Source: an optimization exercise on an open RTL-to-GDS flow (aim: small area and a short achievable clock period). Production flows keep margins and buffers that such runs may drop.
Function was checked by simulation only, so behaviour that the tests miss may differ from the original.
No activity file was given, so power comes from the tool's default toggle rates.

<file path="flow/flow/run.sh">
#!/bin/bash
# Standard layout, with plain fast buffers (instead of the default delay
# cells) on every input and output port.
set -euo pipefail
export BUFFER_PORTS_ARGS="-buffer_cell sky130_fd_sc_hd__buf_2"
bash standard.sh > standard_flow.log 2>&1
</file>
<file path="flow/standard.sh">
#!/bin/bash
# synth_recipe.tcl (not shown) runs the flow's synth.tcl, then flattens the netlist and writes it again
# the make line also repeats each setting of config.mk as NAME=value (left out here)
make -C /OpenROAD-flow-scripts/flow DESIGN_CONFIG=/design/flow/config.mk WORK_HOME=/design/flow/orfs CLKGATE_MAP_FILE= SYNTH_SCRIPT=/design/flow/synth_recipe.tcl "${@:-finish}"
</file>
<file path="flow/config.mk">
export PLATFORM = sky130hd
export DESIGN_NAME = mc_bank_dispatch
export DESIGN_NICKNAME = mc_bank_dispatch
export VERILOG_FILES = /design/flow/design.v
export SDC_FILE = /design/flow/constraint.sdc
export NUM_CORES = 4
export LEC_CHECK = 0
export CAP_MARGIN = 20
export CORE_AREA = 2.3 2.72 443.44 437.92
export DIE_AREA = 0 0 445.74 440.64
export SETUP_SLACK_MARGIN = 1.8
export SLEW_MARGIN = 20
</file>
<file path="flow/constraint.sdc">
create_clock -name core_clock -period 4.0 [get_ports {clk}]
set_input_delay 0.8000 -clock core_clock [delete_from_list [all_inputs] [get_ports {clk}]]
set_output_delay 0.8000 -clock core_clock [all_outputs]
set_load 0.01 [all_outputs]
</file>
<file path="flow/design.v">
`default_nettype none
package mc_dec_pkg;
    localparam logic MC_RD = 1'b0;
    localparam logic MC_WR = 1'b1;
    localparam int MC_ADDR_W = 32;
    localparam int MC_DATA_W = 256;
    typedef struct packed {
        logic                 rdwr;
        logic [MC_ADDR_W-1:0] addr;
        logic [MC_DATA_W-1:0] wr_data;
    } mc_req_t;
    function automatic int mc_bank_idx(input logic [63:0] addr, input int lsb, input int bank_w);
        logic [63:0] mask;
        mask = (64'd1 << bank_w) - 64'd1;
        mc_bank_idx = (addr >> lsb) & mask;
    endfunction
endpackage
`default_nettype wire
`default_nettype none
module mc_sync_fifo
#(
    parameter int WIDTH = 289,
    parameter int DEPTH = 8
) (
    input  logic                   clk,
    input  logic [DEPTH-1:0]       wsel,
    input  logic [DEPTH-1:0]       rsel,
    input  logic [WIDTH-1:0]       wdata,
    output logic [WIDTH-1:0]       rdata
);
    logic [WIDTH-1:0] mem_q [DEPTH];
    always_ff @(posedge clk) begin
        for (int i = 0; i < DEPTH; i++)
            if (wsel[i]) mem_q[i] <= wdata;
    end
    always_comb begin
        rdata = '0;
        for (int i = 0; i < DEPTH; i++)
            rdata = rdata | (mem_q[i] & {WIDTH{rsel[i]}});
    end
endmodule
`default_nettype wire
`default_nettype none
module mc_bank_dispatch
#(
    parameter int NUM_BANKS  = 32,
    parameter int ADDR_W     = 32,
    parameter int DATA_W     = 256,
    parameter int FIFO_DEPTH = 8,
    parameter int BANK_LSB   = 5
) (
    input  logic                          clk,
    input  logic                          reset,
    input  logic                          sys__mc__dram_req,
    input  logic                          sys__mc__dram_rdwr,
    input  logic [ADDR_W-1:0]             sys__mc__dram_addr,
    input  logic [DATA_W-1:0]             sys__mc__dram_wr_data,
    output logic                          mc__sys__dram_busy,
    output logic                          input_fifo_empty,
    output logic [$clog2(FIFO_DEPTH):0]   input_fifo_count,
    output logic [NUM_BANKS-1:0]          dec__bnc__valid,
    output logic                          dec__bnc__rdwr,
    output logic [ADDR_W-1:0]             dec__bnc__addr,
    output logic [DATA_W-1:0]             dec__bnc__wr_data,
    input  logic [NUM_BANKS-1:0]          bnc__dec__ready
    ,
    output logic [15:0]                   stat__drop_cnt,
    output logic [31:0]                   stat__rd_cnt,
    output logic [31:0]                   stat__wr_cnt
);
    localparam int c_bank_w = $clog2(NUM_BANKS);
    localparam int c_req_w  = 1 + ADDR_W + DATA_W;
    localparam int c_cnt_w  = $clog2(FIFO_DEPTH) + 1;
    logic [c_req_w-1:0]    w_push_req, w_head_req;
    logic                  w_push, w_pop, w_xfer, w_load;
    logic [c_bank_w-1:0]   w_head_bank;
    logic [FIFO_DEPTH-1:0] wr_oh_q, rd_oh_q;
    logic [c_cnt_w-1:0]    count_q, count_d;
    logic                  full_q, empty_q;
    logic [FIFO_DEPTH-1:0] wen_q, wr_oh_d;
    logic                  nempty_q;
    logic                  out_valid_q;
    logic [NUM_BANKS-1:0]  sel_q;
    logic [c_req_w-1:0]    out_req_q;
    assign w_push_req = {sys__mc__dram_rdwr, sys__mc__dram_addr, sys__mc__dram_wr_data};
    assign w_push     = sys__mc__dram_req && !full_q;
    assign w_xfer     = |(sel_q & bnc__dec__ready);
    assign w_load     = !out_valid_q || w_xfer;
    assign w_pop      = w_load && nempty_q;
    mc_sync_fifo #(
        .WIDTH (c_req_w),
        .DEPTH (FIFO_DEPTH)
    ) u_fifo (
        .clk   (clk),
        .wsel  (wen_q),
        .rsel  (rd_oh_q),
        .wdata (w_push_req),
        .rdata (w_head_req)
    );
    assign w_head_bank = w_head_req[DATA_W + BANK_LSB +: c_bank_w];
    assign wr_oh_d = w_push ? {wr_oh_q[FIFO_DEPTH-2:0], wr_oh_q[FIFO_DEPTH-1]} : wr_oh_q;
    always_comb begin
        count_d = count_q;
        if (w_push && !w_pop) count_d = count_q + c_cnt_w'(1);
        if (!w_push && w_pop) count_d = count_q - c_cnt_w'(1);
    end
    always_ff @(posedge clk or negedge reset) begin
        if (!reset) begin
            wr_oh_q     <= {{(FIFO_DEPTH-1){1'b0}}, 1'b1};
            rd_oh_q     <= {{(FIFO_DEPTH-1){1'b0}}, 1'b1};
            count_q     <= '0;
            full_q      <= 1'b0;
            empty_q     <= 1'b1;
            wen_q       <= {{(FIFO_DEPTH-1){1'b0}}, 1'b1};
            nempty_q    <= 1'b0;
            out_valid_q <= 1'b0;
            sel_q       <= '0;
        end else begin
            wr_oh_q <= wr_oh_d;
            if (w_pop)  rd_oh_q <= {rd_oh_q[FIFO_DEPTH-2:0], rd_oh_q[FIFO_DEPTH-1]};
            count_q <= count_d;
            full_q  <= (count_d == c_cnt_w'(FIFO_DEPTH));
            empty_q <= (count_d == '0);
            wen_q    <= wr_oh_d & {FIFO_DEPTH{count_d != c_cnt_w'(FIFO_DEPTH)}};
            nempty_q <= (count_d != '0);
            if (w_load) begin
                out_valid_q <= nempty_q;
                for (int b = 0; b < NUM_BANKS; b++)
                    sel_q[b] <= nempty_q && (w_head_bank == c_bank_w'(b));
            end
        end
    end
    always_ff @(posedge clk) begin
        if (w_load) out_req_q <= w_head_req;
    end
    assign mc__sys__dram_busy = full_q;
    assign input_fifo_empty   = empty_q;
    assign input_fifo_count   = count_q;
    assign dec__bnc__valid    = sel_q;
    assign dec__bnc__rdwr     = out_req_q[c_req_w-1];
    assign dec__bnc__addr     = out_req_q[DATA_W +: ADDR_W];
    assign dec__bnc__wr_data  = out_req_q[DATA_W-1:0];
    logic [15:0] drop_cnt_q;
    logic [31:0] rd_cnt_q;
    logic [31:0] wr_cnt_q;
    always_ff @(posedge clk or negedge reset) begin
        if (!reset) begin
            drop_cnt_q <= '0;
            rd_cnt_q   <= '0;
            wr_cnt_q   <= '0;
        end else begin
            if (sys__mc__dram_req && full_q && (drop_cnt_q != 16'hFFFF))
                drop_cnt_q <= drop_cnt_q + 16'd1;
            if (w_xfer && out_req_q[c_req_w-1] == mc_dec_pkg::MC_WR) wr_cnt_q <= wr_cnt_q + 32'd1;
            if (w_xfer && out_req_q[c_req_w-1] == mc_dec_pkg::MC_RD) rd_cnt_q <= rd_cnt_q + 32'd1;
        end
    end
    assign stat__drop_cnt = drop_cnt_q;
    assign stat__rd_cnt   = rd_cnt_q;
    assign stat__wr_cnt   = wr_cnt_q;
endmodule
`default_nettype wire
</file>
==> results of run 1 <==
==> cells by family (layout without fill, tap and decap cells) <==
logic type | count (synthesis) | count (layout) | synth area share, %
DFF | 2745 | 2745 | 85.3
adders and majority gates | 7 | 7 | 0.0862
muxes | 12 | 12 | 0.138
buffers and inverters | 286 | 1567 | 1.13
and+or+nand+nor | 516 | 516 | 3.04
AOI/OAI and AO/OA | 1224 | 1225 | 9.55
xor gates and xnor gates | 81 | 81 | 0.760
other | 0 | 29 | 0
==> cells in the final DEF (no fill, tap or decap), drive strengths merged, types with 2 or more instances in the layout <==
| master | netlist | final |
|---|---|---|
| a2111o | 1 | 2 |
| a21oi | 5 | 5 |
| a221oi | 4 | 4 |
| a22o | 4 | 4 |
| a22oi | 1164 | 1164 |
| a32oi | 8 | 8 |
| and2 | 7 | 7 |
| and3 | 20 | 20 |
| and4 | 7 | 7 |
| buf | 21 | 1052 |
| bufinv | 0 | 14 |
| clkbuf | 252 | 386 |
| clkinv | 0 | 91 |
| clkinvlp | 0 | 6 |
| dfrtp | 140 | 140 |
| dfstp | 4 | 4 |
| diode | 0 | 29 |
| edfxtp | 2601 | 2601 |
| ha | 5 | 5 |
| inv | 13 | 16 |
| maj3 | 2 | 2 |
| mux2 | 10 | 10 |
| mux2i | 2 | 2 |
| nand2 | 95 | 95 |
| nand2b | 4 | 4 |
| nand3 | 31 | 31 |
| nand4 | 308 | 308 |
| nor2 | 18 | 18 |
| nor2b | 5 | 5 |
| nor3 | 10 | 10 |
| nor3b | 2 | 2 |
| nor4 | 4 | 4 |
| o21ai | 33 | 33 |
| or2 | 3 | 3 |
| xnor2 | 55 | 55 |
| xor2 | 26 | 26 |
==> metal layers <==
layer / share of wire (%) / vias up / wire [um] / track usage, %
li1: - / 22700 / - / -
met1: 40 / 27700 / 104000 / 34.2
met2: 49 / 2286 / 128000 / 41.9
met3: 7.4 / 567 / 19400 / 4.95
met4: 3.7 / 42 / 9690 / 8.81
met5: 0.11 / - / 276 / 0
==> stage by stage <==
step / instance area [um^2] / worst slack, ns / std cells / hold slack, ns
floorplan: 95900 / 0.768 / 4871 / 0.456
global placement: 103000 / 0.573 / 7970 / 0.472
detailed placement: 103000 / 0.541 / 7970 / 0.480
CTS: 114000 / 1.52 / 8586 / 0.0755
global route: 116000 / 1.47 / 8678 / 0.106
finish: 116000 / 1.49 / 8693 / 0.141
==> cell type report <==
type	instances	area, um^2	share of cell area, %
flip-flops and latches	2745	81800	70.8
multi-input cells	1841	13200	11.4
repair buffers	1070	8620	7.46
clock buffers	370	7760	6.71
well taps	2511	3140	2.72
clock inverters	113	902	0.781
diodes	29	72.6	0.0628
inverters	13	65.1	0.0563
repair inverters	1	8.76	0.00758
==> where the power goes <==
group          leakage, nW  internal [mW]  switching, mW
Combinational         8.45          0.518          0.749
Sequential            24.7           31.4         0.0477
Clock                 4.23           14.5           10.4
==> worst max-delay path, stage by stage, from the launching register on <==
cell and delay (ns):
dfrtp_1 0.40, a22o_1 0.23, a221oi_2 0.24, and4_4 0.33, and3_4 0.27, inv_16 0.04, buf_4 0.26, buf_6 0.24
buf_16 0.17
==> repair_timing <==
| action | in CTS | in global routing |
|---|---|---|
| gates resized for setup | 231 | 77 |
| endpoints found under the setup margin | 882 | 760 |
| buffers inserted | 124 | 53 |
| gates cloned | 8 | 25 |
| hold buffers | 1 | 0 |
| pin swaps | 13 | 11 |
| hold endpoints to repair | 89 | 0 |
==> how the worst max path moves through the flow <==
| stage | end | depth (start not counted) |
|---|---|---|
| global route | out_req_q[200] | 8 |
| CTS | dec__bnc__wr_data[206] | 1 |
| floorplan | nempty_q | 11 |
| finish | out_req_q[200] | 8 |
| detailed placement | wen_q[1] | 9 |
| global placement | wen_q[6] | 9 |
==> sequential cells by signal, summed over array words and instances, names as in the netlist, 16 cells and up <==
name	flops
sel_q	32
u_fifo.mem_q	2312
out_req_q	289
rd_cnt_q	32
wr_cnt_q	32
drop_cnt_q	16
==> results.py, run 1 <==
metrics = {
    "outcome": {
        "status": "no timing/DRC/antenna violations",
    },
    "clock_network": {
        "clkTransAtPathRegs_ns": 0.06,
        "cts_inserted_buffers": 289,
        "cts_num_sinks": 2745,
        "cts_tree": "built",
        "h-tree-depth": 5,
        "root_buffer": "clkbuf_16",
        "clk_path_buf_depth": 4,
        "worstSkewPairLatency_ns": 0.92,
    },
    "grt": {
        "grt_pass1_wl_um": 365000,
        "antenna_found_initial": 96,
        "grt.total_usage_pct": 25.5,
        "grt_max_degree": 125,
        "overflow": 0,
        "first_global_vias": 51500,
    },
    "finish": {
        "drive_above_1_share_pct": 24.6,
        "final.fill_count": 13800,
        "post-route-util_pct": 60.2,
        "area_delta_synth_final_pct": 20.6,
        "fin_nets": 6290,
    },
    "routing": {
        "vias_per_cell": 6.13,
        "drc_errors": 0,
        "drtPass1Iterations": 6,
        "vias": 53300,
        "wl_per_cell_um": 30.1,
        "totalWireLength_um": 262000,
        "ant_nets": 0,
        "drtIter0Drc": 5442,
    },
    "floorplanning": {
        "die_h_um": 441,
        "num_rows": 160,
        "dieWidth_um": 446,
        "pin_count": 731,
        "core-area_um2": 192000,
        "dieArea_um2": 196000,
        "initial_core_util_pct": 49.9,
    },
    "worst_setup_path": {
        "critPathMaxFanout": 26,
        "crit_type": "flip-flop to flip-flop",
        "crit_required_ns": 4.63,
        "startpoint": "sel_q[17]",
        "ff2ff_setup_slack_ns": 1.49,
        "worstReg2RegEnd": "out_req_q[200]",
        "cp-end-kind": "flip-flop",
        "critPathLaunchType": "flip-flop",
        "arrival_ns": 3.14,
        "regToRegStartpoint": "sel_q[17]",
        "reg2reg_depth": 8,
    },
    "timing": {
        "hold_viol": 0,
        "tightest_slew_ns": 1.17,
        "fin_skew_ns": 0.0432,
        "period_minus_slack_ns": 2.51,
        "rsz0062_at_grt": "true",
        "fmax_mhz": 398,
        "setup_viol": 0,
        "fin_tns_setup_ns": 0,
        "slew_violations": 0,
        "fin_crit_sh_pct": 62.8,
        "slew_headroom_pct": 22.1,
    },
    "yosys": {
        "avgSynthCellArea_um2": 19.7,
        "yosysMostFrequentCell": "edfxtp_1",
        "yosysSeqAreaShare_pct": 85.3,
        "ys_ff_latch": 2745,
        "synth_top_cell_by_area": "edfxtp_1",
        "postSynthCellCount": 4871,
        "ys_types": 43,
        "yosysTopAreaCellShare_pct": 81.5,
        "synthArstFlopShare_pct": 5.25,
        "synth_edf_count": 2601,
        "yosysWarnings": 3,
        "synth_area_um2": 95800,
        "synthFlopType": "edfxtp_1",
        "yosys-top-cells-count": "edfxtp_1 (2,601), a22oi_1 (1,164), nand4_1 (308), clkbuf_1 (252), dfrtp_1 (140)",
        "synth.net_count": 5200,
        "synth.area.top_cells": "edfxtp_1 (82%), a22oi_1 (9.1%), dfrtp_1 (3.7%), nand4_1 (2.0%), clkbuf_1 (0.99%)",
    },
    "power": {
        "power_mw": 57.7,
        "leakage_nw": 37.3,
        "peakVddDrop_uv": 418,
        "power.density_nw_per_um2": 499,
    },
    "worst_hold_path": {
        "min_path_cells": 1,
        "hold_path.class": "input port to flip-flop",
        "hold_path.startpoint": "sys__mc__dram_wr_data[111]",
        "hold_path_end": "u_fifo.mem_q[1][111]",
    },
    "placement": {
        "gp_routability_congestion": 0.797,
        "post-dp-hpwl_um": 137000,
        "place.port_buffers": 730,
    },
    "job": {
        "drv_cap": 0,
    },
}
==> inputs of run 2 (changes only) <==
--- a/flow/design.v
+++ b/flow/design.v
@@ -133,3 +133,3 @@
     always_ff @(posedge clk) begin
-        if (w_load) out_req_q <= w_head_req;
+        out_req_q <= (w_head_req & {c_req_w{w_load}}) | (out_req_q & {c_req_w{!w_load}});
     end
--- a/flow/config.mk
+++ b/flow/config.mk
@@ -9,2 +9,4 @@
 export CORE_AREA = 2.3 2.72 443.44 437.92
+export CTS_CLUSTER_DIAMETER = 80
+export CTS_CLUSTER_SIZE = 30
 export DIE_AREA = 0 0 445.74 440.64
==> results.py, run 2 <==
metrics = {
    "outcome": {
        "status": "no timing/DRC/antenna violations",
    },
    "worst_setup_path": {
        "cp_cell_sequence": "a22oi_1 -> nand4_1 -> nor2_2 -> and3_4 -> clkinvlp_4 -> buf_12 -> buf_4 -> buf_16",
        "crit_required_ns": 4.57,
        "arrival_ns": 3.01,
        "ff2ff_setup_slack_ns": 1.55,
        "regToRegStartpoint": "sel_q[24]",
        "critPathLaunchType": "flip-flop",
        "critPathSlowestCell": "dfrtp_1",
        "reg2reg_depth": 8,
        "cp-end-kind": "flip-flop",
        "critPathMaxFanout": 13,
        "crit_type": "flip-flop to flip-flop",
        "cp_slowest_stage_delay_ns": 0.42,
    },
    "placement": {
        "place_area_um2": 103000,
        "gp_routability_congestion": 0.852,
        "post-dp-hpwl_um": 138000,
        "place_inst": 7957,
        "place.port_buffers": 730,
    },
    "yosys": {
        "synth.area.top_cells": "edfxtp_1 (81%), a22oi_1 (9.2%), dfrtp_1 (3.7%), nand4_1 (2.0%), clkbuf_1 (0.94%)",
        "synth_area_um2": 95900,
        "avgSynthCellArea_um2": 19.7,
        "yosysTopAreaCellShare_pct": 81.5,
        "yosysMostFrequentCell": "edfxtp_1",
        "yosys-top-cells-count": "edfxtp_1 (2,601), a22oi_1 (1,172), nand4_1 (313), clkbuf_1 (241), dfrtp_1 (140)",
        "synth_top_cell_by_area": "edfxtp_1",
        "synth_edf_count": 2601,
        "synthArstFlopShare_pct": 5.25,
        "ys_ff_latch": 2745,
        "synthFlopType": "edfxtp_1",
        "yosysWarnings": 3,
        "synth.net_count": 5200,
        "postSynthCellCount": 4871,
        "ys_types": 52,
        "yosysSeqAreaShare_pct": 85.2,
    },
    "finish": {
        "design_area_um2": 112000,
        "final_cell_mix": "edfxtp_1 (2,601), a22oi_1 (1,163), buf_2 (571), nand4_1 (313), buf_4 (212)",
        "drive_above_1_share_pct": 23.4,
        "regArea_um2": 81800,
        "area_delta_synth_final_pct": 16.5,
        "fin_nets": 6124,
        "final.fill_count": 14100,
        "instances_no_fill": 8442,
        "multi_input_area_um2": 13400,
        "final_common_cell": "edfxtp_1",
    },
    "routing": {
        "drtIter0Drc": 5838,
        "drtPass1Iterations": 5,
        "drc_errors": 0,
        "vias_per_cell": 6.18,
        "vias": 52100,
        "wl_per_cell_um": 31.0,
        "totalWireLength_um": 262000,
        "ant_nets": 0,
    },
    "power": {
        "peakVddDrop_uv": 523,
        "swShare_pct": 20.2,
        "leakage_nw": 35.3,
        "power.density_nw_per_um2": 438,
        "pwr-share-comb_pct": 2.3,
        "switching_power_mw": 9.91,
        "power.internal_mw": 39.0,
        "clkPwrFrac_pct": 33.5,
        "pwr-share-seq_pct": 64.2,
    },
    "timing": {
        "rsz0062_at_grt": "true",
        "fin_skew_ns": 0.0420,
        "tightest_slew_ns": 1.19,
        "slew_headroom_pct": 20.6,
        "fin_crit_sh_pct": 61.2,
        "slew_violations": 0,
        "whs_ns": 0.0766,
        "setup_viol": 0,
        "fmax_mhz": 409,
        "period_minus_slack_ns": 2.45,
        "hold_viol": 0,
    },
    "floorplanning": {
        "core-area_um2": 192000,
        "die_h_um": 441,
        "dieWidth_um": 446,
        "dieArea_um2": 196000,
        "pin_count": 731,
        "num_rows": 160,
        "initial_core_util_pct": 49.9,
    },
    "grt": {
        "grt_pass1_wl_um": 368000,
        "grt.total_usage_pct": 25.8,
        "overflow": 0,
        "first_global_vias": 50000,
        "grt_max_degree": 130,
        "antenna_found_initial": 95,
    },
    "clock_network": {
        "clk_path_buf_depth": 3,
        "h-tree-depth": 4,
        "cts_num_sinks": 2745,
        "cts_tree": "built",
        "root_buffer": "clkbuf_16",
        "cts_inserted_buffers": 131,
        "worstSkewPairLatency_ns": 0.83,
        "clkTransAtPathRegs_ns": 0.10,
    },
    "job": {
        "drv_cap": 0,
    },
    "worst_hold_path": {
        "hold_path.class": "input port to async pin",
    },
}
run 2: changes by cell type after synthesis, moves of 7 or more:
| cell | previous run | this run |
|---|---|---|
| a22oi_1 | 1164 | 1172 |
| clkbuf_1 | 252 | 241 |
| nand2_1 | 95 | 106 |
| nand3_1 | 31 | 22 |
| nor3_1 | 10 | 2 |
| xnor2_1 | 54 | 61 |
| xor2_1 | 26 | 19 |
run 2: what timing repair did:
item	CTS	global route
pin swaps	20	19
hold buffers	0	0
cloned	15	15
resized for setup	309	108
setup endpoints to repair	992	783
buffers inserted	157	29
run 2: layout make-up:
class	instances	area share, %
clock buffer	146	3.10
antenna	42	0.0941
timing repair buffer	1062	7.84
clock inverter	81	0.880
multi-input combinational	1844	12.0
tap	2511	2.81
sequential	2745	73.3
inverter	11	0.0403
run 2: cell families after synthesis:
family	Yosys count	share of synthesized area, %
buf+inv	283	1.13
simple gates	520	3.13
flops	2745	85.2
xor+xnor	81	0.748
compound gates	1225	9.55
mux	12	0.140
fa+ha+maj	5	0.0653
run 2: how the worst max path moves through the flow:
| stage | start | to |
|---|---|---|
| finish | sel_q[24] | flip-flop |
| global route | sel_q[29] | flip-flop |
| CTS | flip-flop | dec__bnc__rdwr |
| detailed placement | bnc__dec__ready[28] | wen_q[4] |
| global placement | bnc__dec__ready[28] | wen_q[5] |
| floorplan | bnc__dec__ready[21] | flip-flop |
run 2: worst max-delay path, delay by kind of cell, from the launching register on:
kind	cells	cell delay (ns)
DFF	1	0.42
and+or+nand+nor	3	0.74
buffers and inverters	4	0.66
AOI/OAI and AO/OA	1	0.28
run 2: power by group through the flow:
stage	clock [mW]	sequential (mW)	combinational, mW
final	16.4	31.4	1.12
after global routing	17.6	31.4	1.21
after CTS	16.7	31.4	1.07
after detailed placement	0	32.1	0.814
after global placement	0	32.1	0.775
after floorplan	0	32.1	0.232
run 2: through the flow:
stage / setup slack, ns / setup TNS (ns) / total power, mW / util (%)
2_1_floorplan: -2.54 / -819.75 / 32.3 / -
3_3_place_gp: 0.757 / 0 / 32.9 / 53.8
3_5_place_dp: 0.732 / 0 / 32.9 / 53.8
4_1_cts: 1.59 / 0 / 49.2 / 57.6
5_1_grt: 1.49 / 0 / 50.3 / 58.1
6_report: 1.55 / 0 / 48.9 / 58.2
run 2: routing by layer:
metal / global-route usage (%) / wire, um / vias up
met5: 0 / 253 / -
met4: 8.67 / 8650 / 42
met3: 4.91 / 19300 / 425
met2: 42.0 / 128000 / 2098
met1: 35.3 / 105000 / 27300
li1: - / - / 22200
==> inputs of run 3 (changes only) <==
--- a/flow/config.mk
+++ b/flow/config.mk
@@ -12,3 +12,3 @@
 export DIE_AREA = 0 0 445.74 440.64
-export SETUP_SLACK_MARGIN = 1.8
+export SETUP_SLACK_MARGIN = 2.3
 export SLEW_MARGIN = 20
==> results.py, run 3 <==
metrics = {
    "floorplanning": {
        "initial_core_util_pct": 49.9,
        "core-area_um2": 192000,
        "num_rows": 160,
        "die_h_um": 441,
        "dieWidth_um": 446,
        "pin_count": 731,
        "dieArea_um2": 196000,
    },
    "worst_setup_path": {
        "path_common_cell": "buf_16",
        "critPathSlowestCell": "dfrtp_1",
        "cp_slowest_stage_delay_ns": 0.44,
        "crit_required_ns": 4.62,
        "crit_type": "flip-flop to flip-flop",
        "arrival_ns": 3.22,
        "cp_cell_sequence": "a22oi_1 -> nand2_2 -> nor4_4 -> and3_4 -> clkinvlp_4 -> buf_12 -> buf_6 -> buf_16 -> buf_8 -> buf_16",
        "regToRegStartpoint": "sel_q[12]",
        "cp-end-kind": "flip-flop",
        "worstSetupPathDepth": 10,
        "ff2ff_setup_slack_ns": 1.39,
        "crit_family": "simple AND/OR/NAND/NOR gates",
        "critPathMaxFanout": 6,
        "reg2reg_depth": 10,
        "critPathLaunchType": "flip-flop",
        "path_buf_inv": 6,
    },
    "worst_hold_path": {
        "hold_path.class": "input port to async pin",
    },
    "power": {
        "clkPwrFrac_pct": 33.7,
        "power_mw": 49.2,
        "power.internal_mw": 39.1,
        "peakVddDrop_uv": 523,
        "pwr-share-comb_pct": 2.4,
        "leakage_nw": 39.0,
        "switching_power_mw": 10.1,
        "swShare_pct": 20.6,
        "pwr-share-seq_pct": 63.9,
        "power.density_nw_per_um2": 404,
    },
    "yosys": {
        "synthArstFlopShare_pct": 5.25,
        "synth_top_cell_by_area": "edfxtp_1",
        "yosysWarnings": 3,
        "postSynthCellCount": 4871,
        "synth.net_count": 5200,
        "yosys-top-cells-count": "edfxtp_1 (2,601), a22oi_1 (1,172), nand4_1 (313), clkbuf_1 (241), dfrtp_1 (140)",
        "yosysSeqAreaShare_pct": 85.2,
        "avgSynthCellArea_um2": 19.7,
        "synthFlopType": "edfxtp_1",
        "ys_types": 52,
        "synth_edf_count": 2601,
        "yosysTopAreaCellShare_pct": 81.5,
        "synth_area_um2": 95900,
        "yosysMostFrequentCell": "edfxtp_1",
        "ys_ff_latch": 2745,
        "synth.area.top_cells": "edfxtp_1 (81%), a22oi_1 (9.2%), dfrtp_1 (3.7%), nand4_1 (2.0%), clkbuf_1 (0.94%)",
    },
    "clock_network": {
        "root_buffer": "clkbuf_16",
        "worstSkewPairLatency_ns": 0.84,
        "cts_num_sinks": 2745,
        "cts_tree": "built",
        "clk_path_buf_depth": 3,
        "cts_inserted_buffers": 131,
        "clkTransAtPathRegs_ns": 0.11,
        "h-tree-depth": 4,
        "cts_hold_buf": 0,
    },
    "timing": {
        "rsz0062_at_grt": "true",
        "slew_violations": 0,
        "fin_tns_setup_ns": 0,
        "tightest_slew_ns": 0.952,
        "slew_headroom_pct": 36.5,
        "fin_ws_ns": 1.39,
        "setup_viol": 0,
        "period_minus_slack_ns": 2.61,
        "hold_viol": 0,
        "fmax_mhz": 384,
        "fin_crit_sh_pct": 65.2,
        "fin_skew_ns": 0.0424,
    },
    "job": {
        "drv_cap": 0,
    },
    "finish": {
        "final_common_cell": "edfxtp_1",
        "final.fill_count": 12900,
        "fin_nets": 6466,
        "final_cell_mix": "edfxtp_1 (2,601), a22oi_1 (735), buf_2 (571), a22oi_2 (439), nand4_1 (313)",
        "area_delta_synth_final_pct": 27.1,
        "drive_above_1_share_pct": 35.7,
        "design_area_um2": 122000,
        "instances_no_fill": 8797,
    },
    "grt": {
        "antenna_found_initial": 101,
        "overflow": 0,
        "first_global_vias": 54100,
        "grt_pass1_wl_um": 442000,
        "grt.total_usage_pct": 32.5,
        "grtUsageMet1_pct": 44.5,
        "grt_busiest_layer": "met2",
        "use_met2_pct": 51.2,
        "grt_max_degree": 98,
        "grtUsageMet3_pct": 6.67,
    },
    "placement": {
        "place_inst": 7957,
        "gp_routability_congestion": 0.852,
        "post-dp-hpwl_um": 138000,
        "place_worst_setup_slack_ns": 0.732,
        "place_area_um2": 103000,
        "place.port_buffers": 730,
    },
    "routing": {
        "drtIter0Drc": 8460,
        "wl_per_cell_um": 37.9,
        "vias": 57900,
        "ant_nets": 0,
        "drtPass1Iterations": 6,
        "vias_per_cell": 6.58,
        "drc_errors": 0,
        "totalWireLength_um": 334000,
    },
    "outcome": {
        "status": "no timing/DRC/antenna violations",
    },
}
[run 3: cell families after synthesis]
kind of cell             synth area share (%)
flip-flops                               85.2
AO/OA/AOI/OAI                            9.55
AND/OR/NAND/NOR                          3.13
buffers and inverters                    1.13
XOR/XNOR                                0.748
multiplexers                            0.140
adder cells (fa/ha/maj)                0.0653
[run 3: area by class of cell]
type | count | area [um^2] | area share (%)
Antenna cell | 55 | 138 | 0.113
Sequential cell | 2745 | 81800 | 67.1
Timing Repair Buffer | 1404 | 16400 | 13.4
Multi-Input combinational cell | 1844 | 15900 | 13.1
Clock buffer | 146 | 3460 | 2.84
Clock inverter | 81 | 982 | 0.806
Inverter | 11 | 47.5 | 0.0390
Tap cell | 2511 | 3140 | 2.58
[run 3: per-layer routing]
layer / routed length (um) / part of all wire (%)
met5: 307 / 0.092
met4: 16000 / 4.8
met1: 125000 / 37
met3: 35300 / 11
met2: 158000 / 47
[run 3: power groups by stage]
stage | combinational [mW] | clock, mW | sequential (mW)
3_3_place_gp | 0.775 | 0 | 32.1
3_5_place_dp | 0.814 | 0 | 32.1
6_report | 1.19 | 16.6 | 31.4
5_1_grt | 1.27 | 17.6 | 31.4
4_1_cts | 1.12 | 16.7 | 31.4
2_1_floorplan | 0.232 | 0 | 32.1
[run 3: timing repair]
action                     in CTS  in global routing
pin swaps                     313                210
setup endpoints to repair    2926               1158
resized for setup             993                319
buffers inserted              303                 58
hold endpoints to repair        0                  0
cloned                        165                 32
[run 3: through the flow]
stage,util (%),hold slack [ns]
floorplan,-,0.456
global placement,53.8,0.459
detailed placement,53.8,0.467
CTS,62.1,0.0545
global route,63.4,0.108
finish,63.5,0.0543
[run 3: worst max-delay path by stage]
stage / from / end
after floorplan: bnc__dec__ready[21] / flip-flop
after global placement: bnc__dec__ready[28] / wen_q[5]
after detailed placement: bnc__dec__ready[28] / wen_q[4]
after CTS: flip-flop / dec__bnc__rdwr
after global routing: sel_q[12] / flip-flop
final: sel_q[12] / flip-flop
==> inputs of run 4 (changes only) <==
--- a/flow/config.mk
+++ b/flow/config.mk
@@ -8,7 +8,7 @@
 export CAP_MARGIN = 20
-export CORE_AREA = 2.3 2.72 443.44 437.92
+export CORE_AREA = 2.3 2.72 419.98 421.6
 export CTS_CLUSTER_DIAMETER = 80
 export CTS_CLUSTER_SIZE = 30
-export DIE_AREA = 0 0 445.74 440.64
-export SETUP_SLACK_MARGIN = 2.3
+export DIE_AREA = 0 0 422.28 424.32
+export SETUP_SLACK_MARGIN = 1.8
 export SLEW_MARGIN = 20
==> results.py, run 4 <==
metrics = {
    "finish": {
        "area_delta_synth_final_pct": 16.6,
        "regArea_um2": 81800,
        "multi_input_area_um2": 13300,
        "drive_above_1_share_pct": 23.6,
        "final_cell_mix": "edfxtp_1 (2,601), a22oi_1 (1,163), buf_2 (629), nand4_1 (313), buf_4 (200)",
        "fin_nets": 6146,
        "final.fill_count": 12200,
        "final_common_cell": "edfxtp_1",
    },
    "worst_setup_path": {
        "crit_type": "flip-flop to flip-flop",
        "critPathMaxFanout": 9,
        "arrival_ns": 3.05,
        "regToRegStartpoint": "sel_q[21]",
        "reg2reg_depth": 9,
        "crit_required_ns": 4.60,
        "ff2ff_setup_slack_ns": 1.55,
        "critPathLaunchType": "flip-flop",
        "cp-end-kind": "flip-flop",
    },
    "clock_network": {
        "worstSkewPairLatency_ns": 0.82,
        "h-tree-depth": 4,
        "cts_inserted_buffers": 132,
        "root_buffer": "clkbuf_16",
        "clk_path_buf_depth": 3,
        "cts_hold_buf": 0,
        "cts_num_sinks": 2745,
        "cts_tree": "built",
        "clkTransAtPathRegs_ns": 0.10,
    },
    "yosys": {
        "synth.net_count": 5200,
        "synthArstFlopShare_pct": 5.25,
        "synth.area.top_cells": "edfxtp_1 (81%), a22oi_1 (9.2%), dfrtp_1 (3.7%), nand4_1 (2.0%), clkbuf_1 (0.94%)",
        "yosysMostFrequentCell": "edfxtp_1",
        "yosysSeqAreaShare_pct": 85.2,
        "postSynthCellCount": 4871,
        "ys_types": 52,
        "yosysWarnings": 3,
        "synth_top_cell_by_area": "edfxtp_1",
        "synth_area_um2": 95900,
        "yosysTopAreaCellShare_pct": 81.5,
        "ys_ff_latch": 2745,
        "avgSynthCellArea_um2": 19.7,
        "synthFlopType": "edfxtp_1",
        "synth_edf_count": 2601,
        "yosys-top-cells-count": "edfxtp_1 (2,601), a22oi_1 (1,172), nand4_1 (313), clkbuf_1 (241), dfrtp_1 (140)",
    },
    "timing": {
        "setup_viol": 0,
        "fin_ws_ns": 1.55,
        "slew_headroom_pct": 27.8,
        "fin_skew_ns": 0.0400,
        "tightest_slew_ns": 1.08,
        "fin_tns_setup_ns": 0,
        "hold_viol": 0,
        "slew_violations": 0,
        "period_minus_slack_ns": 2.45,
        "fmax_mhz": 407,
        "fin_crit_sh_pct": 61.4,
        "rsz0062_at_grt": "true",
    },
    "floorplanning": {
        "initial_core_util_pct": 54.8,
        "die_h_um": 424,
        "num_rows": 154,
        "pin_count": 731,
        "core-area_um2": 175000,
        "dieWidth_um": 422,
        "dieArea_um2": 179000,
    },
    "grt": {
        "grt.total_usage_pct": 27.7,
        "grt_max_degree": 112,
        "overflow": 0,
        "grt_pass1_wl_um": 362000,
        "antenna_found_initial": 104,
        "first_global_vias": 50100,
    },
    "worst_hold_path": {
        "hold_path.class": "input port to async pin",
    },
    "routing": {
        "wl_per_cell_um": 30.9,
        "vias_per_cell": 6.31,
        "drc_errors": 0,
        "ant_nets": 0,
        "vias": 52300,
        "drtIter0Drc": 5975,
        "drtPass1Iterations": 8,
        "totalWireLength_um": 256000,
    },
    "job": {
        "drv_cap": 0,
    },
    "power": {
        "peakVddDrop_uv": 441,
        "switching_power_mw": 9.84,
        "power.density_nw_per_um2": 439,
        "clkPwrFrac_pct": 33.9,
        "pwr-share-seq_pct": 64.0,
        "power.internal_mw": 39.3,
        "swShare_pct": 20.0,
        "leakage_nw": 35.5,
        "pwr-share-comb_pct": 2.2,
    },
    "placement": {
        "gp_routability_congestion": 0.845,
        "place.port_buffers": 730,
        "post-dp-hpwl_um": 132000,
        "place_worst_setup_slack_ns": 0.734,
    },
    "outcome": {
        "status": "no timing/DRC/antenna violations",
    },
}
## run 4: cell counts after synthesis
Identical to the previous run, type by type.
## run 4: worst max path at each step
| stage | startpoint | to | slack [ns] | depth (start not counted) |
|---|---|---|---|---|
| after CTS | flip-flop | dec__bnc__addr[30] | 1.55 | 1 |
| after floorplan | bnc__dec__ready[21] | flip-flop | -2.54 | 7 |
| after global placement | bnc__dec__ready[12] | empty_q | 0.76 | 9 |
| final | sel_q[21] | flip-flop | 1.55 | 9 |
| after global routing | sel_q[30] | wen_q[7] | 1.51 | 10 |
| after detailed placement | bnc__dec__ready[12] | empty_q | 0.73 | 9 |
## run 4: power groups by stage
stage	sequential, mW	combinational [mW]	clock, mW
3_3_place_gp	32.1	0.769	0
2_1_floorplan	32.1	0.232	0
4_1_cts	31.4	1.00	16.9
3_5_place_dp	32.1	0.810	0
5_1_grt	31.4	1.15	17.9
6_report	31.4	1.06	16.6
## run 4: logic make-up after synthesis
logic type | share of synthesized area [%]
AND/OR/NAND/NOR | 3.13
multiplexers | 0.140
adder cells (fa/ha/maj) | 0.0653
AO/OA/AOI/OAI | 9.55
buffers and inverters | 1.13
flip-flops | 85.2
XOR/XNOR | 0.748
## run 4: routing by layer
metal	track usage, %	vias up	wire length, um
li1	-	22300	-
met3	4.51	373	18500
met2	45.1	2240	128000
met1	38.5	27400	102000
met5	0	-	246
met4	9.91	42	7750
## run 4: repair_timing
| action | CTS | global route |
|---|---|---|
| buffers inserted | 147 | 58 |
| pin swaps | 17 | 14 |
| gates resized for setup | 218 | 88 |
| cloned | 33 | 12 |
| endpoints found under the setup margin | 983 | 735 |
## run 4: layout make-up
cell class / instances / area share [%]
Clock inverter: 80 / 0.852
Timing Repair Buffer: 1082 / 8.10
Sequential cell: 2745 / 73.2
Clock buffer: 149 / 3.22
Antenna cell: 42 / 0.0940
Multi-Input combinational cell: 1845 / 11.9
Inverter: 11 / 0.0403
Tap cell: 2340 / 2.62
## run 4: metrics by stage
stage / power [mW] / utilization, % / instances / area [um^2] / hold WS [ns]
after CTS: 49.3 / 63.2 / 8182 / 111000 / 0.0312
after global placement: 32.9 / 58.9 / 7773 / 103000 / 0.459
after detailed placement: 32.9 / 58.9 / 7773 / 103000 / 0.474
final: 49.1 / 63.9 / 8294 / 112000 / 0.0589
after global routing: 50.4 / 63.9 / 8288 / 112000 / 0.0898
after floorplan: 32.3 / - / 4871 / 95900 / 0.456
## run 4: critical path: stages (launching register included)
cell        delay [ns]
dfrtp_1           0.41
a22oi_2           0.20
nand2_2           0.13
nor4_4            0.37
and3_4            0.27
clkinvlp_4        0.10
buf_12            0.16
buf_16            0.16
buf_12            0.19
buf_16            0.14
==> inputs of run 5 (changes only) <==
--- a/flow/design.v
+++ b/flow/design.v
@@ -74,3 +74,3 @@
     logic [c_req_w-1:0]    w_push_req, w_head_req;
-    logic                  w_push, w_pop, w_xfer, w_load;
+    logic                  w_push, w_pop, w_xfer, w_load, w_hit;
     logic [c_bank_w-1:0]   w_head_bank;
@@ -83,2 +83,3 @@
     logic [NUM_BANKS-1:0]  sel_q;
+    logic [NUM_BANKS-1:0]  selx_q;
     logic [c_req_w-1:0]    out_req_q;
@@ -86,4 +87,5 @@
     assign w_push     = sys__mc__dram_req && !full_q;
-    assign w_xfer     = |(sel_q & bnc__dec__ready);
-    assign w_load     = !out_valid_q || w_xfer;
+    assign w_hit      = |(selx_q & bnc__dec__ready);
+    assign w_xfer     = out_valid_q && w_hit;
+    assign w_load     = !out_valid_q || w_hit;
     assign w_pop      = w_load && nempty_q;
@@ -133,3 +135,7 @@
     always_ff @(posedge clk) begin
-        out_req_q <= (w_head_req & {c_req_w{w_load}}) | (out_req_q & {c_req_w{!w_load}});
+        if (w_load) begin
+            out_req_q <= w_head_req;
+            for (int b = 0; b < NUM_BANKS; b++)
+                selx_q[b] <= nempty_q && (w_head_bank == c_bank_w'(b));
+        end
     end
--- a/flow/config.mk
+++ b/flow/config.mk
@@ -8,6 +8,6 @@
 export CAP_MARGIN = 20
-export CORE_AREA = 2.3 2.72 419.98 421.6
+export CORE_AREA = 2.3 2.72 443.44 437.92
 export CTS_CLUSTER_DIAMETER = 80
 export CTS_CLUSTER_SIZE = 30
-export DIE_AREA = 0 0 422.28 424.32
+export DIE_AREA = 0 0 445.74 440.64
 export SETUP_SLACK_MARGIN = 1.8
==> results.py, run 5 <==
metrics = {
    "worst_setup_path": {
        "crit_type": "flip-flop to output pin",
        "crit_required_ns": 3.20,
        "critPathSlowestCell": "edfxtp_1",
        "cp-end-kind": "output pin",
        "crit_family": "flip-flops",
        "path_buf_inv": 1,
        "worstSetupPathDepth": 1,
        "cp_cell_sequence": "buf_2",
        "critPathLaunchType": "flip-flop",
        "arrival_ns": 1.55,
        "reg2reg_depth": 11,
        "critPathMaxFanout": 1,
        "cp_slowest_stage_delay_ns": 0.55,
    },
    "job": {
        "drv_cap": 0,
    },
    "routing": {
        "drc_errors": 0,
        "drtIter0Drc": 5445,
        "drtPass1Iterations": 8,
        "totalWireLength_um": 260000,
        "wl_per_cell_um": 30.3,
        "ant_nets": 0,
        "vias_per_cell": 6.18,
        "vias": 53100,
    },
    "yosys": {
        "avgSynthCellArea_um2": 19.4,
        "synthFlopType": "edfxtp_1",
        "synth_edf_count": 2633,
        "ys_types": 49,
        "synth_top_cell_by_area": "edfxtp_1",
        "synthArstFlopShare_pct": 5.19,
        "yosysSeqAreaShare_pct": 85.2,
        "postSynthCellCount": 5000,
        "synth.area.top_cells": "edfxtp_1 (81%), a22oi_1 (9.1%), dfrtp_1 (3.6%), nand4_1 (2.0%), clkbuf_1 (0.93%)",
        "synth_area_um2": 97100,
        "ys_ff_latch": 2777,
        "yosysWarnings": 3,
        "synth.net_count": 5329,
        "yosys-top-cells-count": "edfxtp_1 (2,633), a22oi_1 (1,174), nand4_1 (307), clkbuf_1 (240), nand2_1 (198)",
        "yosysTopAreaCellShare_pct": 81.5,
        "yosysMostFrequentCell": "edfxtp_1",
    },
    "outcome": {
        "status": "no timing/DRC/antenna violations",
    },
    "finish": {
        "final_common_cell": "edfxtp_1",
        "post-route-util_pct": 58.7,
        "final.fill_count": 14100,
        "design_area_um2": 113000,
        "final_cell_mix": "edfxtp_1 (2,633), a22oi_1 (1,167), buf_2 (618), nand4_1 (307), buf_4 (204)",
        "reg.largest.list": "u_fifo.mem_q (2312), out_req_q (289)",
        "drive_above_1_share_pct": 22.9,
        "area_delta_synth_final_pct": 16.1,
        "largest_register_ffs": 2312,
        "fin_nets": 6252,
        "top_register": "u_fifo.mem_q",
    },
    "clock_network": {
        "worstSkewPairLatency_ns": 0.83,
        "root_buffer": "clkbuf_16",
        "h-tree-depth": 4,
        "cts_inserted_buffers": 130,
        "clkTransAtPathRegs_ns": 0.11,
        "cts_num_sinks": 2777,
        "clk_path_buf_depth": 3,
        "cts_tree": "built",
    },
    "timing": {
        "period_minus_slack_ns": 2.35,
        "whs_ns": 0.230,
        "hold_viol": 0,
        "fin_crit_sh_pct": 58.6,
        "setup_viol": 0,
        "slew_headroom_pct": 26.1,
        "rsz0062_at_grt": "true",
        "tightest_slew_ns": 1.11,
        "fmax_mhz": 426,
        "fin_skew_ns": 0.0436,
        "slew_violations": 0,
        "fin_tns_setup_ns": 0,
    },
    "grt": {
        "antenna_found_initial": 116,
        "grt_pass1_wl_um": 365000,
        "grt.total_usage_pct": 25.5,
        "first_global_vias": 51000,
        "overflow": 0,
        "grt_max_degree": 126,
    },
    "worst_hold_path": {
        "min_path_cells": 1,
        "hold_path.class": "input port to flip-flop",
    },
    "floorplanning": {
        "dieArea_um2": 196000,
        "dieWidth_um": 446,
        "core-area_um2": 192000,
        "pin_count": 731,
        "die_h_um": 441,
        "num_rows": 160,
        "initial_core_util_pct": 50.6,
    },
    "placement": {
        "place_area_um2": 105000,
        "gp_routability_congestion": 0.827,
        "place.port_buffers": 730,
        "post-dp-hpwl_um": 137000,
    },
    "power": {
        "power.density_nw_per_um2": 482,
        "peakVddDrop_uv": 342,
        "leakage_nw": 37.1,
    },
}
## run 5: worst paths after layout
path / start / endpoint / slack [ns]
min in group asynchronous: reset / rd_cnt_q[25] / 0.57
setup reg to reg: selx_q[8] / wr_cnt_q[28] / 1.67
hold / removal: sys__mc__dram_wr_data[237] / u_fifo.mem_q[7][237] / 0.23
max in group asynchronous: reset / wr_oh_q[0] / 2.62
setup / recovery: out_req_q[257] / dec__bnc__addr[1] / 1.65
hold reg to reg: sel_q[0] / sel_q[0] / 0.47
## run 5: per-stage QoR
step	instances	total power [mW]	setup slack, ns
finish	8580	54.3	1.65
global route	8556	55.9	1.58
CTS	8461	54.5	1.56
detailed placement	8081	37.9	0.608
global placement	8081	37.9	0.598
floorplan	5000	35.5	1.16
## run 5: power breakdown
part	switching, mW	internal, mW	total (mW)
registers	0.687	33.1	33.8
clock network	9.02	7.32	16.3
logic	2.41	1.77	4.18
## run 5: cell families after synthesis
kind of cell               synth area share, %
and+or+nand+nor                           3.57
muxes                                   0.0335
AOI/OAI and AO/OA                         9.32
buffers and inverters                     1.11
xor gates and xnor gates                 0.722
adders and majority gates               0.0644
DFF                                       85.2
## run 5: final cells by class
type                    instances  area (um^2)  area share, %
clock inverters                69          872          0.774
well taps                    2511         3140           2.79
inverters                      11         67.6         0.0600
repair inverters                7          133          0.118
clock buffers                 151         3530           3.14
diodes                         58          145          0.129
flip-flops and latches       2777        82700           73.5
multi-input cells            1940        13700           12.1
repair buffers               1056         8330           7.39
## run 5: what timing repair did
action,CTS,global route
cloned,18,18
buffers inserted,141,43
pin swaps,29,37
setup endpoints to repair,971,773
hold buffers,1,0
hold endpoints to repair,60,0
resized for setup,214,119
## run 5: worst register-to-register path: cells and delay by family (launching register included)
| family | cells | cell delay [ns] |
|---|---|---|
| compound gates | 2 | 0.47 |
| buf+inv | 4 | 0.61 |
| xor+xnor | 1 | 0.14 |
| simple gates | 4 | 0.64 |
| flops | 1 | 0.40 |
## run 5: per-layer routing
layer | global-route usage [%] | routed length (um)
met1 | 34.9 | 105000
met2 | 41.6 | 127000
met3 | 4.28 | 18100
met4 | 8.98 | 9360
met5 | 0 | 355
==> inputs of run 6 (changes only) <==
--- a/flow/config.mk
+++ b/flow/config.mk
@@ -14 +14,2 @@
 export SLEW_MARGIN = 20
+export TNS_END_PERCENT = 0
==> results.py, run 6 <==
metrics = {
    "placement": {
        "place.port_buffers": 730,
        "place_inst": 8069,
        "gp_routability_congestion": 0.802,
        "post-dp-hpwl_um": 139000,
    },
    "yosys": {
        "yosysWarnings": 3,
        "yosysTopAreaCellShare_pct": 81.5,
        "yosysSeqAreaShare_pct": 85.2,
        "yosysMostFrequentCell": "edfxtp_1",
        "synth.net_count": 5329,
        "postSynthCellCount": 5000,
        "synth_area_um2": 97100,
        "synth_top_cell_by_area": "edfxtp_1",
        "ys_ff_latch": 2777,
        "synthArstFlopShare_pct": 5.19,
        "synthFlopType": "edfxtp_1",
        "synth_edf_count": 2633,
        "ys_types": 49,
        "yosys-top-cells-count": "edfxtp_1 (2,633), a22oi_1 (1,174), nand4_1 (307), clkbuf_1 (240), nand2_1 (198)",
        "avgSynthCellArea_um2": 19.4,
        "synth.area.top_cells": "edfxtp_1 (81%), a22oi_1 (9.1%), dfrtp_1 (3.6%), nand4_1 (2.0%), clkbuf_1 (0.93%)",
    },
    "worst_setup_path": {
        "cp-end-kind": "output pin",
        "critPathSlowestCell": "edfxtp_1",
        "crit_required_ns": 3.20,
        "reg2reg_depth": 6,
        "regToRegStartpoint": "rd_oh_q[5]",
        "arrival_ns": 1.66,
        "crit_type": "flip-flop to output pin",
        "cp_slowest_stage_delay_ns": 0.62,
        "path_buf_inv": 1,
        "critPathMaxFanout": 1,
        "critPathLaunchType": "flip-flop",
        "cp_cell_sequence": "buf_6",
        "crit_family": "flip-flops",
        "worstReg2RegEnd": "sel_q[4]",
        "ff2ff_setup_slack_ns": 1.58,
    },
    "grt": {
        "antenna_found_initial": 120,
        "use_met2_pct": 40.0,
        "grtUsageMet3_pct": 4.79,
        "grt_busiest_layer": "met2",
        "grt.total_usage_pct": 24.8,
        "grt_pass1_wl_um": 354000,
        "grt_max_degree": 137,
        "overflow": 0,
        "grtUsageMet1_pct": 33.6,
        "first_global_vias": 49500,
    },
    "clock_network": {
        "h-tree-depth": 4,
        "cts_hold_buf": 0,
        "clk_path_buf_depth": 3,
        "root_buffer": "clkbuf_16",
        "cts_tree": "built",
        "cts_inserted_buffers": 134,
        "worstSkewPairLatency_ns": 0.82,
        "clkTransAtPathRegs_ns": 0.10,
        "cts_num_sinks": 2777,
    },
    "floorplanning": {
        "num_rows": 160,
        "initial_core_util_pct": 50.6,
        "core-area_um2": 192000,
        "pin_count": 731,
        "dieWidth_um": 446,
        "dieArea_um2": 196000,
        "die_h_um": 441,
    },
    "timing": {
        "whs_ns": 0.0702,
        "period_minus_slack_ns": 2.46,
        "fin_skew_ns": 0.0387,
        "fin_tns_setup_ns": 0,
        "slew_violations": 0,
        "hold_viol": 0,
        "setup_viol": 0,
        "rsz0062_at_grt": "true",
        "fin_crit_sh_pct": 61.4,
        "fmax_mhz": 407,
        "tightest_slew_ns": 1.06,
        "slew_headroom_pct": 29.6,
    },
    "power": {
        "power.internal_mw": 41.8,
        "pwr-share-comb_pct": 6.2,
        "power.density_nw_per_um2": 493,
        "pwr-share-seq_pct": 62.8,
        "peakVddDrop_uv": 358,
        "leakage_nw": 35.5,
        "switching_power_mw": 12.1,
        "swShare_pct": 22.5,
        "clkPwrFrac_pct": 30.9,
    },
    "routing": {
        "vias": 51800,
        "totalWireLength_um": 251000,
        "drtIter0Drc": 5437,
        "drc_errors": 0,
        "vias_per_cell": 6.19,
        "drtPass1Iterations": 6,
        "ant_nets": 0,
        "wl_per_cell_um": 30.0,
    },
    "finish": {
        "instances_no_fill": 8369,
        "area_delta_synth_final_pct": 12.8,
        "top_register": "u_fifo.mem_q",
        "final_common_cell": "edfxtp_1",
        "multi_input_area_um2": 13400,
        "reg.largest.list": "u_fifo.mem_q (2312), out_req_q (289)",
        "regArea_um2": 82700,
        "drive_above_1_share_pct": 19.0,
        "fin_nets": 6038,
        "largest_register_ffs": 2312,
        "final.fill_count": 14300,
        "final_cell_mix": "edfxtp_1 (2,633), a22oi_1 (1,170), buf_2 (728), nand4_1 (307), nand2_1 (196)",
    },
    "outcome": {
        "status": "no timing/DRC/antenna violations",
    },
    "worst_hold_path": {
        "hold_path.class": "input port to async pin",
    },
    "job": {
        "drv_cap": 0,
    },
}
[run 6: how the worst max path moves through the flow]
stage,depth (start not counted),end,slack [ns],startpoint
after floorplan,7,out_req_q[0],1.16,bnc__dec__ready[9]
after CTS,1,dec__bnc__addr[6],1.46,out_req_q[262]
final,1,dec__bnc__addr[6],1.54,out_req_q[262]
after global routing,1,dec__bnc__addr[6],1.49,out_req_q[262]
after global placement,7,out_req_q[241],0.58,bnc__dec__ready[12]
after detailed placement,7,out_req_q[250],0.59,bnc__dec__ready[12]
[run 6: metrics by stage]
| stage | power (mW) | area [um^2] | utilization [%] | setup slack, ns |
|---|---|---|---|---|
| 3_5_place_dp | 37.9 | 105000 | 54.4 | 0.589 |
| 3_3_place_gp | 37.9 | 105000 | 54.4 | 0.581 |
| 6_report | 54.0 | 109000 | 57.0 | 1.54 |
| 5_1_grt | 55.5 | 109000 | 57.0 | 1.49 |
| 2_1_floorplan | 35.5 | 97200 | - | 1.16 |
| 4_1_cts | 54.3 | 109000 | 56.9 | 1.46 |
[run 6: repair_timing]
item / 4_1_cts / 5_1_grt
resized for setup: 5 / 7
pin swaps: 3 / 7
setup buffers: 3 / 12
setup endpoints to repair: 971 / 1066
endpoints found under the hold margin: 0 / 0
[run 6: power groups by stage]
stage,clock (mW),sequential [mW],combinational [mW]
2_1_floorplan,0,35.0,0.502
3_3_place_gp,0,34.6,3.31
3_5_place_dp,0,34.6,3.34
4_1_cts,17.0,33.9,3.38
5_1_grt,17.9,34.0,3.61
6_report,16.7,33.9,3.36
[run 6: logic make-up after synthesis]
logic type	Yosys count	share of synthesized area, %
compound gates	1200	9.32
xor+xnor	80	0.722
fa+ha+maj	5	0.0644
buf+inv	285	1.11
flops	2777	85.2
mux	3	0.0335
simple gates	650	3.57
[run 6: metal layers]
layer	vias up	wire length, um
met5	-	417
li1	22200	-
met1	27100	102000
met2	2065	123000
met3	420	17800
met4	68	8390
[run 6: area by class of cell]
type,count,area share [%]
clock buffer,151,3.30
sequential,2777,75.6
tap,2511,2.87
antenna,51,0.117
inverter,11,0.0617
clock inverter,83,0.910
timing repair buffer,847,4.94
multi-input combinational,1938,12.2
==> inputs of run 7 (changes only) <==
--- a/flow/design.v
+++ b/flow/design.v
@@ -103,7 +103,11 @@
     assign wr_oh_d = w_push ? {wr_oh_q[FIFO_DEPTH-2:0], wr_oh_q[FIFO_DEPTH-1]} : wr_oh_q;
-    always_comb begin
-        count_d = count_q;
-        if (w_push && !w_pop) count_d = count_q + c_cnt_w'(1);
-        if (!w_push && w_pop) count_d = count_q - c_cnt_w'(1);
-    end
+    logic w_inc, w_dec, full_d, nempty_d;
+    logic [c_cnt_w-1:0] count_up, count_dn;
+    assign w_inc    = w_push && !w_pop;
+    assign w_dec    = w_pop && !w_push;
+    assign count_up = count_q + c_cnt_w'(1);
+    assign count_dn = count_q - c_cnt_w'(1);
+    assign count_d  = w_inc ? count_up : (w_dec ? count_dn : count_q);
+    assign full_d   = w_inc ? (count_q == c_cnt_w'(FIFO_DEPTH - 1)) : (full_q && !w_dec);
+    assign nempty_d = w_inc || (nempty_q && !(w_dec && count_q == c_cnt_w'(1)));
     always_ff @(posedge clk or negedge reset) begin
@@ -123,6 +127,6 @@
             count_q <= count_d;
-            full_q  <= (count_d == c_cnt_w'(FIFO_DEPTH));
-            empty_q <= (count_d == '0);
-            wen_q    <= wr_oh_d & {FIFO_DEPTH{count_d != c_cnt_w'(FIFO_DEPTH)}};
-            nempty_q <= (count_d != '0);
+            full_q   <= full_d;
+            empty_q  <= !nempty_d;
+            wen_q    <= wr_oh_d & {FIFO_DEPTH{!full_d}};
+            nempty_q <= nempty_d;
             if (w_load) begin
@@ -134,5 +138,11 @@
     end
+    always_ff @(posedge clk or negedge reset) begin
+        if (!reset) begin
+            out_req_q <= '0;
+        end else if (w_load) begin
+            out_req_q <= w_head_req;
+        end
+    end
     always_ff @(posedge clk) begin
         if (w_load) begin
-            out_req_q <= w_head_req;
             for (int b = 0; b < NUM_BANKS; b++)
--- a/flow/config.mk
+++ b/flow/config.mk
@@ -14,2 +14 @@
 export SLEW_MARGIN = 20
-export TNS_END_PERCENT = 0
==> results.py, run 7 <==
metrics = {
    "placement": {
        "place_worst_setup_slack_ns": 0.707,
        "post-dp-hpwl_um": 138000,
        "gp_routability_congestion": 0.803,
        "place.port_buffers": 730,
    },
    "yosys": {
        "yosysWarnings": 3,
        "synthArstFlopShare_pct": 15.6,
        "yosys-top-cells-count": "edfxtp_1 (2,344), a22o_1 (572), a221oi_1 (569), dfrtp_1 (429), nor2_1 (340)",
        "synth_top_cell_by_area": "edfxtp_1",
        "synth.area.top_cells": "edfxtp_1 (71%), dfrtp_1 (11%), a22o_1 (5.1%), a221oi_1 (5.1%), a31oi_1 (1.8%)",
        "synth_area_um2": 98600,
        "synth.net_count": 5601,
        "yosysTopAreaCellShare_pct": 71.4,
        "synthFlopType": "edfxtp_1",
        "yosysSeqAreaShare_pct": 82.4,
        "avgSynthCellArea_um2": 18.7,
        "yosysMostFrequentCell": "edfxtp_1",
        "synth_edf_count": 2344,
        "postSynthCellCount": 5269,
        "ys_types": 50,
        "ys_ff_latch": 2777,
    },
    "floorplanning": {
        "initial_core_util_pct": 51.3,
        "die_h_um": 441,
        "dieArea_um2": 196000,
        "num_rows": 160,
        "core-area_um2": 192000,
        "pin_count": 731,
        "dieWidth_um": 446,
    },
    "routing": {
        "wl_per_cell_um": 32.7,
        "drc_errors": 0,
        "totalWireLength_um": 297000,
        "vias_per_cell": 6.39,
        "vias": 58100,
        "ant_nets": 0,
        "drtPass1Iterations": 6,
        "drtIter0Drc": 6590,
    },
    "clock_network": {
        "h-tree-depth": 4,
        "clk_path_buf_depth": 3,
        "cts_num_sinks": 2777,
        "worstSkewPairLatency_ns": 0.83,
        "root_buffer": "clkbuf_16",
        "clkTransAtPathRegs_ns": 0.11,
        "cts_tree": "built",
        "cts_inserted_buffers": 130,
    },
    "grt": {
        "grt_max_degree": 128,
        "grt.total_usage_pct": 28.5,
        "overflow": 0,
        "first_global_vias": 54400,
        "antenna_found_initial": 106,
        "grt_pass1_wl_um": 404000,
    },
    "power": {
        "pwr-share-seq_pct": 59.8,
        "clkPwrFrac_pct": 30.1,
        "pwr-share-comb_pct": 10.0,
        "power.density_nw_per_um2": 464,
        "peakVddDrop_uv": 408,
        "switching_power_mw": 13.1,
        "swShare_pct": 23.6,
        "leakage_nw": 42.3,
        "power.internal_mw": 42.5,
    },
    "worst_setup_path": {
        "cp-end-kind": "flip-flop",
        "arrival_ns": 3.06,
        "ff2ff_setup_slack_ns": 1.64,
        "crit_type": "flip-flop to flip-flop",
        "cp_cell_sequence": "a22o_1 -> a221oi_2 -> and4_4 -> nand3_4 -> buf_12 -> buf_12 -> buf_16 -> buf_16 -> nor2_1 -> a31oi_4",
        "critPathMaxFanout": 17,
        "critPathLaunchType": "flip-flop",
        "path_buf_inv": 4,
        "startpoint": "selx_q[0]",
        "regToRegStartpoint": "selx_q[0]",
        "critPathSlowestCell": "edfxtp_1",
        "crit_required_ns": 4.70,
        "crit_family": "buffers and inverters",
        "cp_slowest_stage_delay_ns": 0.41,
    },
    "worst_hold_path": {
        "hold_path.class": "input port to async pin",
    },
    "finish": {
        "final.fill_count": 13700,
        "top_register": "u_fifo.mem_q",
        "reg.largest.list": "u_fifo.mem_q (2312), out_req_q (289)",
        "largest_register_ffs": 2312,
        "area_delta_synth_final_pct": 21.7,
        "fin_nets": 6750,
        "final_cell_mix": "edfxtp_1 (2,344), a22o_1 (572), a221oi_1 (567), buf_2 (493), buf_4 (419)",
        "final_common_cell": "edfxtp_1",
        "drive_above_1_share_pct": 29.3,
    },
    "timing": {
        "period_minus_slack_ns": 2.36,
        "hold_viol": 0,
        "tightest_slew_ns": 1.09,
        "rsz0062_at_grt": "true",
        "setup_viol": 0,
        "fin_skew_ns": 0.0384,
        "slew_violations": 0,
        "fmax_mhz": 423,
        "fin_ws_ns": 1.64,
        "fin_tns_setup_ns": 0,
        "slew_headroom_pct": 27.1,
        "fin_crit_sh_pct": 59.1,
    },
    "job": {
        "drv_cap": 0,
    },
    "outcome": {
        "status": "no timing/DRC/antenna violations",
    },
}
-- run 7: cell count changes in the layout (fill, tap and decap cells not counted), moves of 218 or more --
cell / previous run / this run
a221oi_1: 0 / 567
a22o_1: 0 / 572
a22oi_1: 1170 / 28
a31oi_1: 3 / 221
buf_2: 728 / 493
buf_4: 47 / 419
buf_6: 4 / 250
dfrtp_1: 126 / 402
edfxtp_1: 2633 / 2344
nand4_1: 307 / 32
-- run 7: through the flow --
step           util, %  hold WS [ns]  instance area [um^2]  total power, mW  instances
2_1_floorplan        -         0.457                 98600             34.5       5269
3_3_place_gp      55.0         0.456                106000             37.0       8293
3_5_place_dp      55.0         0.458                106000             37.1       8293
4_1_cts           60.3       0.00150                116000             54.9       8838
5_1_grt           62.5        0.0369                120000             57.1       9066
6_report          62.5        0.0254                120000             55.6       9089
-- run 7: cell type report --
| cell class | instances | area, um^2 | share of cell area (%) |
|---|---|---|---|
| Clock inverter | 81 | 987 | 0.823 |
| Clock buffer | 156 | 3530 | 2.94 |
| Sequential cell | 2777 | 81300 | 67.8 |
| Timing Repair Buffer | 1354 | 13000 | 10.8 |
| Tap cell | 2511 | 3140 | 2.62 |
| Multi-Input combinational cell | 2144 | 17800 | 14.9 |
| Antenna cell | 55 | 138 | 0.115 |
| Inverter | 11 | 43.8 | 0.0365 |
-- run 7: power by group through the flow --
stage | clock [mW] | combinational, mW | sequential (mW)
final | 16.8 | 5.59 | 33.3
after global routing | 17.9 | 5.83 | 33.4
after CTS | 16.9 | 4.82 | 33.2
after detailed placement | 0 | 3.31 | 33.8
after global placement | 0 | 3.30 | 33.7
after floorplan | 0 | 0.389 | 34.1
-- run 7: path summary, 6_finish.rpt --
kind / end / cells past startpoint
max: out_req_q[208] / 10
min: rd_cnt_q[0] / 1
max reg2reg: out_req_q[208] / 10
min reg2reg: wr_oh_q[3] / 1
max in group asynchronous: out_req_q[204] / 2
min in group core_clock: u_fifo.mem_q[6][158] / 1
-- run 7: what timing repair did --
item	in CTS	in global routing
endpoints found under the hold margin	0	0
hold buffers	0	0
pin swaps	14	10
gates resized for setup	533	425
endpoints found under the setup margin	788	762
setup buffers	250	159
gates cloned	58	37
-- run 7: routing by layer --
metal  share of wire, %  vias to the layer above  track usage [%]  wire, um
li1                   -                    24300                -         -
met1                 40                    30500             39.5    119000
met2                 48                     2738             45.9    143000
met3                8.1                      488             4.95     24100
met4                3.7                       44             10.4     11000
met5              0.086                        -                0       256
-- run 7: cells by family (layout without fill, tap and decap cells) --
| logic type | count (synthesis) | after routing | synth area share (%) |
|---|---|---|---|
| muxes | 57 | 57 | 0.650 |
| DFF | 2777 | 2777 | 82.4 |
| xor gates and xnor gates | 79 | 79 | 0.702 |
| and+or+nand+nor | 534 | 534 | 2.44 |
| AOI/OAI and AO/OA | 1465 | 1466 | 12.3 |
| buffers and inverters | 349 | 1602 | 1.43 |
| adders and majority gates | 8 | 8 | 0.102 |
| other | 0 | 55 | 0 |

separate check: timing with driven ports:
No port has a modelled driver above. Below, the same layouts with a new extraction and two added sets of constraints.
Step 1 assumes that a clkbuf_16 drives the clock port and a buf_2 every other input.
Step 2 also shifts input and output timing later by t, the mid clock arrival at the registers, as if the neighbouring blocks saw the same clock.
Three values: ideal ports, drivers, drivers and shift; two values: the first two.
run | shift t [ns] | slack for setup (ns) | worst hold slack (ns) | worst setup path at the end | worst data-port slew with drivers (ns)
run 1 | 0.987 | 1.488 / 1.488 / 0.949 | 0.141 / 0.080 / 0.494 | input to register | 0.22
run 2 | 0.895 | 1.552 / 1.531 / 1.005 | 0.077 / 0.034 / 0.493 | input to register | 0.24
run 3 | 0.918 | 1.393 / 1.393 / 0.927 | 0.054 / 0.007 / 0.496 | input to register | 0.24
run 4 | 0.885 | 1.546 / 1.546 / 1.028 | 0.059 / 0.022 / 0.503 | input to register | 0.21
run 5 | 0.889 | 1.654 / 1.569 / 1.158 | 0.230 / 0.164 / 0.468 | input to register | 0.24
run 6 | 0.878 | 1.544 / 1.464 / 1.090 | 0.070 / 0.031 / 0.467 | input to register | 0.28
run 7 | 0.901 | 1.638 / 1.618 / 1.103 | 0.025 / -0.009 / 0.491 | input to register | 0.22
After both steps setup and hold are still met in every run listed. The setup slack of run 2, which loses most, moves by -0.021 ns with the drivers and by -0.547 ns with both steps.
